This is an optimization exercise on Yosys and OpenROAD, whose aim is small area, not a production implementation. In this exercise RTL edits were held to simulation tests only and were not proved equivalent to the original. Power figures rest on the tool's default switching activity, not on a simulated workload.

== 04-05 ==
==> flow/design.v <==
package rf_pkg;
    localparam int DATA_W_DEF = 32;
    localparam int ADDR_W_DEF = 5;
    localparam int ZERO_ADDR  = 0;
endpackage
import rf_pkg::*;
module rf_inv   (input logic a, output logic y);             assign y = ~a;               endmodule
module rf_nor2  (input logic a, b, output logic y);          assign y = ~(a | b);         endmodule
module rf_nand2 (input logic a, b, output logic y);          assign y = ~(a & b);         endmodule
module rf_nand3 (input logic a, b, c, output logic y);       assign y = ~(a & b & c);     endmodule
module rf_nand4 (input logic a, b, c, d, output logic y);    assign y = ~(a & b & c & d); endmodule
module rf_and2  (input logic a, b, output logic y);          assign y = a & b;            endmodule
module rf_and3  (input logic a, b, c, output logic y);       assign y = a & b & c;        endmodule
module rf_or3   (input logic a, b, c, output logic y);       assign y = a | b | c;        endmodule
module rf_or4   (input logic a, b, c, d, output logic y);    assign y = a | b | c | d;    endmodule
module rf_xor2  (input logic a, b, output logic y);          assign y = a ^ b;            endmodule
module rf_xnor2 (input logic a, b, output logic y);          assign y = ~(a ^ b);         endmodule
module rf_mux4 (input logic [3:0] d, input logic [1:0] s, output logic y);
    assign y = d[s];
endmodule
module rf_aoi222 (
    input  logic a1, a2, b1, b2, c1, c2,
    output logic y
);
    assign y = ~((a1 & a2) | (b1 & b2) | (c1 & c2));
endmodule
module rf_or11x (
    input  logic [10:0] g,
    input  logic        p,
    output logic        y
);
    logic o0, o1, o2, n;
    rf_nand4 u_o0 (.a(g[0]), .b(g[1]), .c(g[2]),  .d(g[3]), .y(o0));
    rf_nand4 u_o1 (.a(g[4]), .b(g[5]), .c(g[6]),  .d(g[7]), .y(o1));
    rf_nand3 u_o2 (.a(g[8]), .b(g[9]), .c(g[10]), .y(o2));
    rf_or3   u_n  (.a(o0), .b(o1), .c(o2), .y(n));
    rf_xor2  u_x  (.a(n), .b(p), .y(y));
endmodule
module rf_match5 (
    input  logic [4:0] a, b,
    input  logic       en,
    output logic       y
);
    logic [4:0] e;
    logic       t0, t1;
    for (genvar i = 0; i < 5; i++) begin : g_x
        rf_xnor2 u_x (.a(a[i]), .b(b[i]), .y(e[i]));
    end
    rf_and3 u_t0 (.a(e[0]), .b(e[1]), .c(e[2]), .y(t0));
    rf_and3 u_t1 (.a(e[3]), .b(e[4]), .c(en),   .y(t1));
    rf_and2 u_y  (.a(t0),   .b(t1),   .y(y));
endmodule
module rf_read_port
#(
    parameter int DATA_W = DATA_W_DEF,
    parameter int ADDR_W = ADDR_W_DEF
) (
    input  logic                              rst_ni,
    input  logic                              ph_i,
    input  logic [ADDR_W-1:0]                 addr_i,
    input  logic [(2**ADDR_W)-1:0][DATA_W-1:0] regs_i,
    input  logic [(2**ADDR_W)-1:0]            pend_i,
    input  logic [(2**ADDR_W)-1:0]            rden_i,
    input  logic                              we0_i,
    input  logic [ADDR_W-1:0]                 wa0_i,
    input  logic [DATA_W-1:0]                 xd0_i,
    input  logic                              we1_i,
    input  logic [ADDR_W-1:0]                 wa1_i,
    input  logic [DATA_W-1:0]                 xd1_i,
    input  logic                              pset_i,
    input  logic [ADDR_W-1:0]                 preg_i,
    output logic [DATA_W-1:0]                 data_o,
    output logic                              pend_o
);
    localparam int DEPTH = 2 ** ADDR_W;
    logic [4:0] a, na;
    logic [3:0] lo;
    logic [7:0] hi;
    logic z, nz, h0, h1, ph, nh1, nph, s0, s1, pp, pk, pm;
    logic [DEPTH-1:0] sel;
    assign a = addr_i;
    for (genvar i = 0; i < 5; i++) begin : g_na
        rf_inv u_i (.a(a[i]), .y(na[i]));
    end
    rf_nor2 u_lo0 (.a(a[1]),  .b(a[0]),  .y(lo[0]));
    rf_nor2 u_lo1 (.a(a[1]),  .b(na[0]), .y(lo[1]));
    rf_nor2 u_lo2 (.a(na[1]), .b(a[0]),  .y(lo[2]));
    rf_nor2 u_lo3 (.a(na[1]), .b(na[0]), .y(lo[3]));
    for (genvar j = 0; j < 8; j++) begin : g_hi
        rf_and3 u_h (
            .a(j[0] ? a[2] : na[2]),
            .b(j[1] ? a[3] : na[3]),
            .c(j[2] ? a[4] : na[4]),
            .y(hi[j])
        );
    end
    rf_nand2 u_z  (.a(lo[0]), .b(hi[0]), .y(z));
    rf_and2  u_nz (.a(z), .b(rst_ni), .y(nz));
    rf_match5 u_m0 (.a(wa0_i), .b(a), .en(we0_i),  .y(h0));
    rf_match5 u_m1 (.a(wa1_i), .b(a), .en(we1_i),  .y(h1));
    rf_match5 u_mp (.a(preg_i), .b(a), .en(pset_i), .y(ph));
    rf_inv   u_nh1 (.a(h1), .y(nh1));
    rf_and3  u_s0  (.a(nz), .b(h0), .c(nh1), .y(s0));
    rf_and2  u_s1  (.a(nz), .b(h1), .y(s1));
    assign sel[0] = 1'b0;
    for (genvar r = 1; r < DEPTH; r++) begin : g_sel
        rf_and3 u_s (.a(lo[r % 4]), .b(hi[r / 4]), .c(rden_i[r]), .y(sel[r]));
    end
    logic [7:0] oa;
    logic [1:0] ob;
    logic       any;
    for (genvar j = 0; j < 8; j++) begin : g_oa
        rf_or4 u_o (
            .a(j == 0 ? s0 : sel[4*j]), .b(sel[4*j+1]), .c(sel[4*j+2]), .d(sel[4*j+3]),
            .y(oa[j])
        );
    end
    rf_or4 u_ob0 (.a(oa[0]), .b(oa[1]), .c(oa[2]), .d(oa[3]), .y(ob[0]));
    rf_or4 u_ob1 (.a(oa[4]), .b(oa[5]), .c(oa[6]), .d(oa[7]), .y(ob[1]));
    rf_or3 u_any (.a(ob[0]), .b(ob[1]), .c(s1), .y(any));
    rf_and2 u_pp (.a(any), .b(ph_i), .y(pp));
    for (genvar b = 0; b < DATA_W; b++) begin : g_bit
        logic [10:0] g;
        rf_aoi222 u_aoi_first (
            .a1(s0),     .a2(xd0_i[b]),
            .b1(sel[1]), .b2(regs_i[1][b]),
            .c1(sel[2]), .c2(regs_i[2][b]),
            .y (g[0])
        );
        for (genvar j = 1; j < 10; j++) begin : g_aoi
            rf_aoi222 u_aoi (
                .a1(sel[3*j]),   .a2(regs_i[3*j][b]),
                .b1(sel[3*j+1]), .b2(regs_i[3*j+1][b]),
                .c1(sel[3*j+2]), .c2(regs_i[3*j+2][b]),
                .y (g[j])
            );
        end
        rf_aoi222 u_aoi_last (
            .a1(sel[30]), .a2(regs_i[30][b]),
            .b1(sel[31]), .b2(regs_i[31][b]),
            .c1(s1),      .c2(xd1_i[b]),
            .y (g[10])
        );
        rf_or11x u_or (.g(g), .p(pp), .y(data_o[b]));
    end
    logic [7:0] pg;
    logic [1:0] pq;
    for (genvar j = 0; j < 8; j++) begin : g_pg
        rf_mux4 u_m (.d(pend_i[4*j +: 4]), .s(a[1:0]), .y(pg[j]));
    end
    rf_mux4 u_pq0 (.d(pg[3:0]), .s(a[3:2]), .y(pq[0]));
    rf_mux4 u_pq1 (.d(pg[7:4]), .s(a[3:2]), .y(pq[1]));
    logic pn0, pn1;
    rf_nand2 u_pn0 (.a(pq[0]), .b(na[4]), .y(pn0));
    rf_nand2 u_pn1 (.a(pq[1]), .b(a[4]),  .y(pn1));
    rf_nand2 u_pm  (.a(pn0),   .b(pn1),   .y(pm));
    rf_inv   u_nph (.a(ph), .y(nph));
    rf_nand2 u_pk  (.a(h1), .b(nph), .y(pk));
    rf_and3  u_pd  (.a(pm), .b(nz), .c(pk), .y(pend_o));
endmodule
import rf_pkg::*;
module register_file_mp
#(
    parameter int DATA_W   = DATA_W_DEF,
    parameter int ADDR_W   = ADDR_W_DEF,
    parameter int NUM_READ = 2
) (
    input  logic                         Clock,
    input  logic                         Reset_n,
    input  logic [NUM_READ*ADDR_W-1:0]   ReadRegister,
    output logic [NUM_READ*DATA_W-1:0]   ReadData,
    output logic [NUM_READ-1:0]          ReadPending,
    input  logic                         RegWrite0,
    input  logic [ADDR_W-1:0]            WriteRegister0,
    input  logic [DATA_W-1:0]            WriteData0,
    input  logic                         RegWrite1,
    input  logic [ADDR_W-1:0]            WriteRegister1,
    input  logic [DATA_W-1:0]            WriteData1,
    input  logic                         PendSet,
    input  logic [ADDR_W-1:0]            PendRegister
);
    localparam int DEPTH = 2 ** ADDR_W;
    logic [DEPTH-1:0][DATA_W-1:0] regs_q;
    logic [DEPTH-1:0]             pend_q, rden;
    logic                         phase_q;
    logic [DATA_W-1:0]            xd0, xd1;
    always_ff @(posedge Clock or negedge Reset_n) begin
        if (!Reset_n) phase_q <= 1'b0;
        else          phase_q <= !phase_q;
    end
    assign xd0 = WriteData0 ^ {DATA_W{phase_q}};
    assign xd1 = WriteData1 ^ {DATA_W{phase_q}};
    assign regs_q[0] = '0;
    assign pend_q[0] = 1'b0;
    assign rden[0] = 1'b0;
    for (genvar r = 1; r < DEPTH; r++) begin : g_reg
        logic h0, h1, w0, hold, ps, pd, p;
        logic [DATA_W-1:0] d, q;
        assign h1   = RegWrite1 && (WriteRegister1 == r);
        assign h0   = RegWrite0 && (WriteRegister0 == r);
        assign w0   = h0 && !h1;
        assign hold = !h0 && !h1;
        assign ps   = PendSet && (PendRegister == r);
        assign pd   = ps || (p && !h1);
        for (genvar b = 0; b < DATA_W; b++) begin : g_bit
            rf_aoi222 u_d (
                .a1(h1),   .a2(xd1[b]),
                .b1(w0),   .b2(xd0[b]),
                .c1(hold), .c2(q[b]),
                .y (d[b])
            );
        end
        always_ff @(posedge Clock or negedge Reset_n) begin
            if (!Reset_n) begin
                q <= '0;
                p <= 1'b0;
            end else begin
                q <= d;
                p <= pd;
            end
        end
        assign regs_q[r] = q;
        assign pend_q[r] = p;
        assign rden[r] = hold;
    end
    for (genvar k = 0; k < NUM_READ; k++) begin : g_rd
        rf_read_port #(
            .DATA_W (DATA_W),
            .ADDR_W (ADDR_W)
        ) u_rd (
            .rst_ni (Reset_n),
            .ph_i   (phase_q),
            .addr_i (ReadRegister[k*ADDR_W +: ADDR_W]),
            .regs_i (regs_q),
            .pend_i (pend_q),
            .rden_i (rden),
            .we0_i  (RegWrite0),
            .wa0_i  (WriteRegister0),
            .xd0_i  (xd0),
            .we1_i  (RegWrite1),
            .wa1_i  (WriteRegister1),
            .xd1_i  (xd1),
            .pset_i (PendSet),
            .preg_i (PendRegister),
            .data_o (ReadData[k*DATA_W +: DATA_W]),
            .pend_o (ReadPending[k])
        );
    end
endmodule
clock: 7.0 ns
lec_check: 0
cap_margin: 10
cell_pad_in_sites_detail_placement: 2
cell_pad_in_sites_global_placement: 2
core_margin: 2
core_utilization: 30
place_density: 0.35
slew_margin: 10
synth_hierarchical: 1
synth_minimum_keep_size: 0
standard.sh (not shown) runs the stock make flow with config.mk's settings and CLKGATE_MAP_FILE= SYNTH_SCRIPT=/design/flow/synth_recipe.tcl, a recipe that flattens the netlist after the stock synthesis.
==> flow/flow/run.sh <==
#!/bin/bash
# Layout flow: the standard ORFS flow (standard.sh, unchanged synthesis),
# with these changes to how the layout is made:
#  - port buffers use a plain buf_2 instead of the resizer's default pick,
#  - clock tree synthesis without dummy loads, with clkbuf_8 clock buffers
#    and larger sink clusters.
# The make output goes to flow_make.log; ORFS keeps each step's log under orfs/logs.
set -euo pipefail
bash standard.sh \
  "BUFFER_PORTS_ARGS=-buffer_cell sky130_fd_sc_hd__buf_2" \
  "CTS_ARGS=-sink_clustering_enable -repair_clock_nets -dont_use_dummy_load -sink_clustering_size 16 -sink_clustering_max_diameter 60 -buf_list {sky130_fd_sc_hd__clkbuf_8}" \
  finish > flow_make.log 2>&1
#### Input delta (07-11 over 04-05)
--- a/flow/design.v
+++ b/flow/design.v
@@ -193,9 +193,9 @@
     assign regs_q[0] = '0;
     assign pend_q[0] = 1'b0;
     assign rden[0] = 1'b0;
     for (genvar r = 1; r < DEPTH; r++) begin : g_reg
-        logic h0, h1, w0, hold, ps, pd, p;
+        logic h0, h1, w0, hold, ps, pd, p, v;
         logic [DATA_W-1:0] d, q;
         assign h1   = RegWrite1 && (WriteRegister1 == r);
         assign h0   = RegWrite0 && (WriteRegister0 == r);
         assign w0   = h0 && !h1;
@@ -211,18 +211,21 @@
             );
         end
         always_ff @(posedge Clock or negedge Reset_n) begin
             if (!Reset_n) begin
-                q <= '0;
                 p <= 1'b0;
+                v <= 1'b0;
             end else begin
-                q <= d;
                 p <= pd;
+                v <= v || !hold;
             end
+        end
+        always_ff @(posedge Clock) begin
+            q <= d;
         end
         assign regs_q[r] = q;
         assign pend_q[r] = p;
-        assign rden[r] = hold;
+        assign rden[r] = v && hold;
     end
     for (genvar k = 0; k < NUM_READ; k++) begin : g_rd
         rf_read_port #(
             .DATA_W (DATA_W),
Findings:
Per the comparison of 07-11 with 04-05, placed instance area shrank by 7.6%, via count now sits lower, global-route usage shows a reduction of 0.66 points.
Clock edge transition at the registers on the reported setup and hold paths: 07-11 < 04-05
~same reported net switching power in 04-05 and 07-11
Count of plain and timing-repair buffers for 07-11 is lower than for 04-05.
Between 04-05 and 07-11, initial antenna violation count increased.
On effective utilization at floorplan, 04-05 and 07-11 are neck and neck.
On clock latency of the later-clocked register in the worst-skew pair, 04-05 and 07-11 are basically level.
WriteRegister1[4] as the launch point of the critical path was reported by 07-11, and WriteRegister0[2] by 04-05.
Higher post-synthesis to final-layout area growth was reported by 04-05, not 07-11.
07-11 ends up with a final period demand of the worst path that is 0.014 ns higher than in 04-05.

## port drivers added, routing unchanged
How much do the figures lean on ideal ports? The routed layouts below were timed once more, with nothing changed but the port constraints.
Step 1 assumes that a clkbuf_16 drives the clock port and a buf_2 every other input.
Step 2 also shifts input and output timing later by t, the mid clock arrival at the registers, as if the neighbouring blocks saw the same clock.
a / b / c = no drivers / after step 1 / after step 2; a / b = the first two.
run	t, ns	slack for setup (ns)	worst setup path after step 2
04-05	0.943	0.133 / 0.105 / 0.105	input to output
07-11	0.948	0.119 / 0.094 / 0.094	input to output
After both steps setup and hold are still met in every run listed. For 04-05, which loses most, drivers alone change the setup slack by -0.028 ns; drivers and shift together by -0.028 ns.
